What follows belongs to an exercise in optimizing a design on an open flow for small area, a short achievable clock period and few clock cycles per item; a production flow would make more cautious choices. Only simulation tests tie the RTL to the original design; equivalence was not proved. The clock input has no modelled driver; a real chip could not lean on it and would need a root buffer or a full tree. Power figures rest on the tool's default switching activity, not on a simulated workload.

Design tdes_dec, start of the top module:
module tdes_dec (
	input  logic             clk,
	input  logic             rst,
	input  logic             start,
	input  tdes_pkg::key_t   ek1,
	input  tdes_pkg::key_t   ek2,
	input  tdes_pkg::key_t   ek3,
	input  tdes_pkg::block_t ct,
	output logic             ready,
	output logic             done,
	output tdes_pkg::block_t pt,
	output tdes_pkg::key_t   k1,
	output tdes_pkg::key_t   k2,
	output tdes_pkg::key_t   k3
);
Size in the first run: roughly 320 flip-flops, about 650 I/O pins.
Settings: LEC_CHECK=0, CAP_MARGIN=20, CORE_AREA=5 5 175 175, CTS_CLUSTER_DIAMETER=80, CTS_CLUSTER_SIZE=24, DIE_AREA=0 0 180 180, SETUP_SLACK_MARGIN=3.3, SLEW_MARGIN=20; clock period 5.0 ns.
standard.sh (not shown) runs the stock make flow with config.mk's settings and CLKGATE_MAP_FILE= SYNTH_SCRIPT=/design/flow/synth_recipe.tcl, a recipe that flattens the netlist after the stock synthesis.
==> flow/flow/run.sh <==
#!/bin/bash
# Standard layout, with plain buffers on the ports instead of delay cells
# and pins one track apart so that the die can be small.
cp standard.sh standard_sh.txt
export BUFFER_PORTS_ARGS="-buffer_cell sky130_fd_sc_hd__buf_1"
export PLACE_PINS_ARGS="-min_distance 1 -min_distance_in_tracks"
bash standard.sh > standard.log 2>&1
The baseline ran to the end with no violations.
Testbench counts at the start, summed over its fixed seeds: cycles 192, items 192.
Next try:
==> flow/flow/run.sh (replaced) <==
#!/bin/bash
# Standard layout, with plain buffers on the ports instead of delay cells.
cp standard.sh standard_sh.txt
export BUFFER_PORTS_ARGS="-buffer_cell sky130_fd_sc_hd__buf_1"
bash standard.sh > standard.log 2>&1
CORE_AREA = 5 5 220 220   (was 5 5 175 175)
CTS_CLUSTER_DIAMETER = default   (was 80)
CTS_CLUSTER_SIZE = default   (was 24)
DIE_AREA = 0 0 225 225   (was 0 0 180 180)
SETUP_SLACK_MARGIN = default   (was 3.3)
Final cell count increases by 16%.
Die area grows by 56%.
Wire length increases by 11%.
First-iteration DRC count came out higher by 16%.
Total power went up by 16%.
Worst setup slack loses 0.15 ns.
Clock skew stays the same.
Flip-flop and latch count is unchanged.
Next try:
==> flow/flow/run.sh (replaced) <==
#!/bin/bash
# Standard layout, with plain buffers on the ports instead of delay cells
# and a clock tree without dummy loads.
cp standard.sh standard_sh.txt
export BUFFER_PORTS_ARGS="-buffer_cell sky130_fd_sc_hd__buf_1"
export CTS_ARGS="-sink_clustering_enable -repair_clock_nets -sink_clustering_size 24 -sink_clustering_max_diameter 80 -dont_use_dummy_load"
bash standard.sh > standard.log 2>&1
ABC_AREA = 1   (was default)
SETUP_SLACK_MARGIN = 3.3   (was default)
Combinational power climbs by 6.3%.
Register-to-register slack degrades by 0.10 ns.
Via count climbs by 44%.
Next try:
==> flow/run.sh (new file) <==
#!/bin/bash
# synth_recipe.tcl (not shown) runs the flow's synth.tcl, then flattens the netlist and writes it again
# the make line also repeats each setting of config.mk as NAME=value (left out here)
make -C /OpenROAD-flow-scripts/flow DESIGN_CONFIG=/design/flow/config.mk WORK_HOME=/design/flow/orfs CLKGATE_MAP_FILE= SYNTH_SCRIPT=/design/flow/synth_recipe.tcl finish
ABC_AREA = default   (was 1)
SETUP_SLACK_MARGIN = default   (was 3.3)
removed: flow/flow/run.sh
removed: flow/standard.sh
Effect: The new run produced a clean layout. Utilization climbs by 5.5 points. Worst setup slack is worse by 0.54 ns. Sequential cell count stays the same. Final cell count drops by a quarter to a third. Design area climbs by about a fifth. Synthesized cell count drops by well over a third. Non-clock buffer count drops by 6.

========
tdes_dec again, from the RTL that the note above started with.
Design tdes_dec, start of the top module:
module tdes_dec (
	input  logic             clk,
	input  logic             rst,
	input  logic             start,
	input  tdes_pkg::key_t   ek1,
	input  tdes_pkg::key_t   ek2,
	input  tdes_pkg::key_t   ek3,
	input  tdes_pkg::block_t ct,
	output logic             ready,
	output logic             done,
	output tdes_pkg::block_t pt,
	output tdes_pkg::key_t   k1,
	output tdes_pkg::key_t   k2,
	output tdes_pkg::key_t   k3
);
	logic             load;
	tdes_pkg::block_t pt_c;
	tdes_pkg::key_t   k1_c;
	tdes_pkg::key_t   k2_c;
	tdes_pkg::key_t   k3_c;
	tdes_sequencer seq0 (
		.clk   (clk),
		.rst   (rst),
		.start (start),
		.load  (load),
		.ready (ready),
		.done  (done)
	);
	tdes_feistel_round round0 (
		.ct  (ct),
		.ek1 (ek1),
		.ek2 (ek2),
		.ek3 (ek3),
		.pt  (pt_c)
	);
	tdes_key_schedule ks1 (.ek(ek1), .k_last(k1_c));
	tdes_key_schedule ks2 (.ek(ek2), .k_last(k2_c));
	tdes_key_schedule ks3 (.ek(ek3), .k_last(k3_c));
	tdes_result_capture cap0 (
		.clk   (clk),
		.load  (load),
		.pt_in (pt_c),
		.k1_in (k1_c),
		.k2_in (k2_c),
		.k3_in (k3_c),
		.pt    (pt),
		.k1    (k1),
		.k2    (k2),
		.k3    (k3)
	);
endmodule
clock: 5.0 ns
lec_check: 0
cap_margin: 20
core_area: 5 5 220 220
die_area: 0 0 225 225
setup_slack_margin: 3.3
slew_margin: 20
==> flow/flow/run.sh <==
#!/bin/bash
# Standard layout, with plain buffers on the ports instead of delay cells.
cp standard.sh standard_sh.txt
export BUFFER_PORTS_ARGS="-buffer_cell sky130_fd_sc_hd__buf_1"
bash standard.sh > standard.log 2>&1
The baseline finished with timing, DRC and antenna clean.
Testbench counts at the start, summed over its fixed seeds: cycles 192, items 192.
==> next run, changes <==
Settings changed: CTS_CLUSTER_DIAMETER set to 80, CTS_CLUSTER_SIZE set to 24.
Outcome:
- core utilization falls by 0.99 points
- total power falls by roughly a tenth
- cell area falls by a few percent
- setup slack got worse by 0.0088 ns
- maximum frequency falls slightly
- sequential power hardly moves
- final cell count falls slightly
- wire length falls slightly
- synthesized area stays the same
==> next run, changes <==
Settings changed: CTS_BUF_LIST set to sky130_fd_sc_hd__clkbuf_4 sky130_fd_sc_hd__clkbuf_8, CTS_CLUSTER_DIAMETER 80 to not set, CTS_CLUSTER_SIZE 24 to not set.
Effect: Power climbs by roughly a tenth. Core utilization climbs by 0.96 points. Cell count climbs by a few percent. Sequential power barely changes. Design area climbs by a few percent. Non-clock buffer count does not change.
==> next run, changes <==
==> flow/run.sh (new file) <==
#!/bin/bash
# synth_recipe.tcl (not shown) runs the flow's synth.tcl, then flattens the netlist and writes it again
# the make line also repeats each setting of config.mk as NAME=value (left out here)
make -C /OpenROAD-flow-scripts/flow DESIGN_CONFIG=/design/flow/config.mk WORK_HOME=/design/flow/orfs CLKGATE_MAP_FILE= SYNTH_SCRIPT=/design/flow/synth_recipe.tcl finish
Settings changed: CORE_AREA 5 5 220 220 to not set, CORE_MARGIN set to 2, CORE_UTILIZATION set to 40, CTS_BUF_LIST sky130_fd_sc_hd__clkbuf_4 sky130_fd_sc_hd__clkbuf_8 to not set, DIE_AREA 0 0 225 225 to not set, SETUP_SLACK_MARGIN 3.3 to not set.
removed: flow/flow/run.sh
removed: flow/standard.sh
This time the run never finished: it broke off in I/O pin placement (PPL-0024).
Area after synthesis stays the same.
Synthesized cell count is unchanged.
==> next run, changes <==
==> flow/flow/run.sh (new file) <==
#!/bin/bash
# Standard layout, with plain buffers on the ports instead of delay cells.
cp standard.sh standard_sh.txt
export BUFFER_PORTS_ARGS="-buffer_cell sky130_fd_sc_hd__buf_1"
bash standard.sh > standard.log 2>&1
==> flow/standard.sh (new file) <==
#!/bin/bash
# synth_recipe.tcl (not shown) runs the flow's synth.tcl, then flattens the netlist and writes it again
# the make line also repeats each setting of config.mk as NAME=value (left out here)
make -C /OpenROAD-flow-scripts/flow DESIGN_CONFIG=/design/flow/config.mk WORK_HOME=/design/flow/orfs CLKGATE_MAP_FILE= SYNTH_SCRIPT=/design/flow/synth_recipe.tcl "${@:-finish}"
Settings changed: CORE_AREA set to 5 5 220 220, CORE_MARGIN 2 to not set, CORE_UTILIZATION 40 to not set, CTS_BUF_LIST set to sky130_fd_sc_hd__clkbuf_8, CTS_CLUSTER_DIAMETER set to 60, CTS_CLUSTER_SIZE set to 20, DIE_AREA set to 0 0 225 225, SETUP_SLACK_MARGIN set to 3.3.
removed: flow/run.sh
After rerunning: The changed run passed the timing, DRC and antenna checks; synthesized cell count does not change; area after synthesis does not change.

========
## JK
tdes_dec, a different RTL version from the one above (not shown whole).
Size: roughly 320 flip-flops, about 650 I/O pins.
export LEC_CHECK = 0
export CAP_MARGIN = 20
export CORE_AREA = 5 5 195 195
export DIE_AREA = 0 0 200 200
export SETUP_SLACK_MARGIN = 3.1
export SLEW_MARGIN = 20
export SYNTH_HIERARCHICAL = 1
export SYNTH_MINIMUM_KEEP_SIZE = 0
create_clock -name core_clock -period 5.0 [get_ports {clk}]
==> flow/flow/run.sh <==
#!/bin/bash
# Standard layout, except:
#  - plain buffers on the ports instead of delay cells,
#  - pins one track apart so that the die can be small, and each bit's
#    inputs and outputs side by side (flow/pre_io.tcl),
#  - a two-level clock tree of inverters (flow/manual_cts.tcl) instead of
#    TritonCTS's three levels of buffers,
#  - the buffers that ABC puts on the outputs of each kept module removed.
cp standard.sh standard_sh.txt
export BUFFER_PORTS_ARGS="-buffer_cell sky130_fd_sc_hd__buf_1"
export PLACE_PINS_ARGS="-min_distance 1 -min_distance_in_tracks"
export FLOW_FLOW_DIR=$PWD/flow
export PRE_IO_PLACEMENT_TCL=$PWD/flow/pre_io.tcl
export REMOVE_ABC_BUFFERS=1
export PRE_CTS_TCL=$PWD/flow/pre_cts.tcl
export FLOW_CTS_LEAVES=16
export FLOW_CTS_ROOTS=4
export FLOW_CTS_LEAF_CELL=sky130_fd_sc_hd__clkinv_8
export FLOW_CTS_ROOT_CELL=sky130_fd_sc_hd__clkinv_8
bash standard.sh > standard.log 2>&1
==> flow/flow/pre_cts.tcl <==
# Replaces TritonCTS with a two-level tree built by manual_cts.tcl: the clock
# port drives four root cells, each of which drives leaf cells near the
# centres of clusters of flip-flops. The tree's inverters are final, so the
# step that clones clock inverters next to each register is skipped too.
source $::env(FLOW_FLOW_DIR)/manual_cts.tcl
my_manual_cts $::env(FLOW_CTS_LEAVES) $::env(FLOW_CTS_ROOTS) \
  $::env(FLOW_CTS_LEAF_CELL) $::env(FLOW_CTS_ROOT_CELL)
rename repair_clock_inverters ""
proc repair_clock_inverters {args} {
  puts "clock inverters left as manual_cts.tcl placed them"
}
rename clock_tree_synthesis ""
proc clock_tree_synthesis {args} {
  puts "clock tree already built by manual_cts.tcl"
}
Other scripts of this flow, unchanged in this note and not shown: flow/flow/manual_cts.tcl, flow/flow/pre_io.tcl
Testbench counts of JK, summed over its fixed seeds: cycles 192, items 192.
## Diff of input files: MS against JK
- changing DIE_AREA from 0 0 200 200 to 0 0 230 230
- changing CORE_AREA from 5 5 195 195 to 5 5 225 225
--- a/flow/flow/run.sh
+++ b/flow/flow/run.sh
@@ -15,6 +15,6 @@
 export PRE_CTS_TCL=$PWD/flow/pre_cts.tcl
-export FLOW_CTS_LEAVES=16
+export FLOW_CTS_LEAVES=24
 export FLOW_CTS_ROOTS=4
-export FLOW_CTS_LEAF_CELL=sky130_fd_sc_hd__clkinv_8
-export FLOW_CTS_ROOT_CELL=sky130_fd_sc_hd__clkinv_8
+export FLOW_CTS_LEAF_CELL=sky130_fd_sc_hd__clkinv_4
+export FLOW_CTS_ROOT_CELL=sky130_fd_sc_hd__clkinv_16
 bash standard.sh > standard.log 2>&1
==> comparison <==
Where final instance area is concerned, JK is better than MS.
Summary of MS over JK: utilization now sits lower; maximum frequency increased about 0.6%; critical path depth went up by 1.
MS vs. JK: minimum period implied by the final worst setup slack went down 0.011 ns; aggregate routed wire length went up 1.4 mm; register-to-register setup slack went down 0.02 ns; synthesized cell count held; worst setup slack went up 0.011 ns.
Compare MS and JK | global-route usage higher: JK
MS: area overhead of the layout relative to synthesis 1.3 points above JK
JK vs MS, startpoint-to-endpoint class of the critical path: register to output port vs input port to register
Looking at the reports, MS completed the entire flow and the layout it produced met the timing, DRC and antenna checks.
In every run of this note, the design's own scripts or RTL, not TritonCTS, make the clock network.

==> static timing again, ports no longer ideal <==
In the flow no input, the clock included, has a driving cell. The finished layouts below were timed again as built, in two steps. Step 1 assumes that a clkbuf_16 drives the clock port and a buf_2 every other input. Step 2 adds t to the input delays and takes it off the output delays; t is the mean of the earliest and latest rising clock arrival at the registers after step 1. Input paths then give back, and output paths get back, about the clock's delay inside the block. a / b / c = ideal ports / drivers / drivers and shift; a / b = the first two.
| run | t, ns | slack for setup (ns) | latest minus earliest clock arrival (ns) | worst slew at a driven data input, ns | cell pins on the clock port's net |
|---|---|---|---|---|---|
| the first run of note 1 | 0.530 | 2.942 / 2.898 / 2.793 | 0.027 / 0.027 | 0.11 | 1 |
| the second run of note 1 | 0.559 | 2.793 / 2.746 / 2.270 | 0.010 / 0.010 | 0.17 | 1 |
| the third run of note 1 | 0.564 | 2.866 / 2.816 / 2.729 | 0.048 / 0.047 | 0.11 | 1 |
| the fourth run of note 1 | 0.567 | 2.322 / 2.272 / 2.381 | 0.014 / 0.015 | 0.21 | 1 |
| the first run of note 2 | 0.571 | 2.874 / 2.819 / 2.743 | 0.021 / 0.021 | 0.08 | 1 |
| the second run of note 2 | 0.569 | 2.865 / 2.809 / 2.739 | 0.022 / 0.022 | 0.08 | 1 |
| the third run of note 2 | 0.625 | 2.805 / 2.755 / 2.764 | 0.031 / 0.031 | 0.09 | 1 |
| the fifth run of note 2 | 0.645 | 2.775 / 2.724 / 2.742 | 0.031 / 0.031 | 0.09 | 1 |
| JK | 0.360 | 3.218 / 3.058 / 2.967 | 0.026 / 0.026 | 0.14 | 4 |
| MS | 0.390 | 3.229 / 3.005 / 2.968 | 0.058 / 0.059 | 0.10 | 4 |
After both steps every run listed still meets setup and hold. The setup slack of the second run of note 1, which loses most, moves by -0.047 ns with the drivers and by -0.523 ns with both steps.
